Background: an optimization exercise with open tools, aiming at small area, a short achievable clock period and few clock cycles. Do not read the settings as production practice. Function was checked by simulation only, so behaviour that the tests miss may differ from the original. Power and IR drop assume default switching activity.

==> flow/design.v (excerpt) <==
module kruskal_minimum_spanning_tree #(
  parameter int MAX_NODES   = kmst_pkg::MaxNodes,
  parameter int MAX_EDGES   = kmst_pkg::MaxEdges,
  parameter int WEIGHT_BITS = kmst_pkg::WeightBits,
  localparam int NodeW = $clog2(MAX_NODES),
  localparam int CntW  = $clog2(MAX_EDGES + 1),
  localparam int EdW   = 2 * NodeW + WEIGHT_BITS
) (
  input  logic                                 clk_i,
  input  logic                                 rst_ni,
  input  logic                                 psel,
  input  logic                                 penable,
  input  logic                                 pwrite,
  input  logic [kmst_pkg::AddrW-1:0]           paddr,
  input  logic [kmst_pkg::DataW-1:0]           pwdata,
  output logic [kmst_pkg::DataW-1:0]           prdata,
  output logic                                 pready,
  input  logic                                 in_valid_i,
  output logic                                 in_stall_o,
  input  logic [NodeW-1:0]                     first_node_i,
  input  logic [NodeW-1:0]                     second_node_i,
  input  logic signed [WEIGHT_BITS-1:0]        weight_i,
  input  logic                                 last_edge_i,
  output logic                                 out_valid_o,
  input  logic                                 out_stall_i,
  output logic [NodeW-1:0]                     tree_first_node_o,
  output logic [NodeW-1:0]                     tree_second_node_o,
  output logic signed [kmst_pkg::TotalW-1:0]   total_weight_o,
  output logic                                 is_total_o,
  output logic                                 overflow_o,
  output logic                                 last_o
);
Settings: LEC_CHECK=0, CAP_MARGIN=20, CELL_PAD_IN_SITES_DETAIL_PLACEMENT=1, CELL_PAD_IN_SITES_GLOBAL_PLACEMENT=2, CORE_MARGIN=2, CORE_UTILIZATION=40, CTS_BUF_LIST=sky130_fd_sc_hd__clkbuf_4 sky130_fd_sc_hd__clkbuf_8, CTS_CLUSTER_SIZE=20, SETUP_SLACK_MARGIN=3.75, SLEW_MARGIN=20; clock period 7.0 ns.
run.sh (not shown) runs the stock make flow with config.mk's settings and CLKGATE_MAP_FILE= SYNTH_SCRIPT=/design/flow/synth_recipe.tcl, a recipe that flattens the netlist after the stock synthesis.
Testbench counts at the start, summed over its fixed seeds: cycles 5,175.
Next try:
--- a/flow/design.v
+++ b/flow/design.v
@@ -209,14 +209,15 @@
   logic                   p2_edge_q, p2_last_q, p2_mark_q, p2_drop_q;
   logic [NodeW-1:0]       p2_u_q, p2_v_q, p2_la_q, p2_lb_q;
   logic signed [WEIGHT_BITS-1:0] p2_w_q;
   logic                   init_q, first_q;
   logic                   pend_q, pend_drop_q;    
   logic signed [kmst_pkg::TotalW-1:0] total_q;
   logic                   out_valid_q, out_total_q, out_ovf_q;
+  logic signed [kmst_pkg::TotalW-1:0] out_sum_q;
   logic [NodeW-1:0]       out_u_q, out_v_q;
   assign pready = 1'b1;
   assign prdata = kmst_pkg::DataW'(prdata_q);
   always_ff @(posedge clk_i or negedge rst_ni) begin
     if (!rst_ni) begin
       node_count_q <= kmst_pkg::CfgW'(kmst_pkg::NodeCountRst);
     end else if (psel && penable && pwrite && (paddr[2] == kmst_pkg::RegNodeCount)) begin
@@ -359,18 +360,14 @@
   logic [NodeW-1:0] la, lb;
   assign diff    = (p2_la_q != p2_lb_q);
   assign p2_join = adv && !pend_q && p2_edge_q;
   assign e_out   = !pend_q && p2_edge_q && diff;
   assign t_out   = !pend_q && (p2_mark_q || (p2_edge_q && p2_last_q && !diff));
   assign clr     = init_q || (adv && (pend_q || t_out));
   assign pend_n  = adv ? (!pend_q && p2_edge_q && p2_last_q && diff) : pend_q;
-  logic                               restart;
-  logic signed [kmst_pkg::TotalW-1:0] total_sum;
-  assign restart   = init_q || (adv && out_valid_q && out_total_q);
-  assign total_sum = total_q + kmst_pkg::TotalW'(p2_w_q);
   kmst_uf_mem #(
     .MAX_NODES(MAX_NODES)
   ) u_uf_mem (
     .clk_i  (clk_i),
     .clear_i(clr),
     .fresh_i(p1_first_q),
     .a_i    (p1_u_q),
@@ -427,24 +424,28 @@
     end
     if (last || mark) begin
       p1_drop_q <= act_drop_q;
     end
     if (adv && !pend_q) begin
       pend_drop_q <= p2_drop_q;
     end
-    total_q <= (p2_join && diff) ? (restart ? kmst_pkg::TotalW'(p2_w_q) : total_sum)
-                                 : (restart ? '0 : total_q);
+    if (clr) begin
+      total_q <= '0;
+    end else if (p2_join && diff) begin
+      total_q <= total_q + kmst_pkg::TotalW'(p2_w_q);
+    end
     if (adv) begin
       out_total_q <= pend_q || t_out;
       out_ovf_q   <= pend_q ? pend_drop_q : (t_out && p2_drop_q);
       out_u_q     <= e_out ? p2_u_q : '0;
       out_v_q     <= e_out ? p2_v_q : '0;
+      out_sum_q   <= (pend_q || t_out) ? total_q : '0;
     end
   end
   assign out_valid_o        = out_valid_q;
   assign tree_first_node_o  = out_u_q;
   assign tree_second_node_o = out_v_q;
-  assign total_weight_o     = out_total_q ? total_q : '0;
+  assign total_weight_o     = out_sum_q;
   assign is_total_o         = out_total_q;
   assign overflow_o         = out_ovf_q;
   assign last_o             = out_total_q;
 endmodule
What happened:
- synthesized area rises slightly
- wire length goes up slightly
- flip-flop and latch count goes up by 21
- power decreases by a few percent
- critical path depth is higher by 10
- synthesized cell count grows slightly
- final area hardly moves
- via count grows slightly
- worst setup slack gets worse by 0.13 ns
- fmax shrinks by a few percent
Testbench counts after the change, summed over its fixed seeds: cycles 5,175.

==> static timing again, ports no longer ideal <==
Ports are ideal in the flow. The routed layouts listed here were re-timed in OpenROAD.
Step 1 sets driving cells, clkbuf_16 on the clock port and buf_2 on the other inputs (assumed; they add their load-dependent delay and slew).
Step 2 adds t to the input delays and takes it off the output delays; t is the mean of the earliest and latest rising clock arrival at the registers after step 1. Input paths then give back, and output paths get back, about the clock's delay inside the block.
a / b / c = no drivers / after step 1 / after step 2; a / b = the first two.
| run | t, ns | setup slack, ns | worst register clock-pin slew, ns | worst data-port slew with drivers (ns) | pins driven straight from the clock port |
|---|---|---|---|---|---|
| the first run | 1.188 | 3.505 / 3.406 / 2.349 | 0.08 / 0.08 | 0.33 | 1 |
| the second run | 1.205 | 3.379 / 3.387 / 2.254 | 0.07 / 0.07 | 0.12 | 1 |
After both steps setup and hold are still met in every run listed. The setup slack of the first run, which loses most, moves by -0.099 ns with the drivers and by -1.156 ns with both steps.
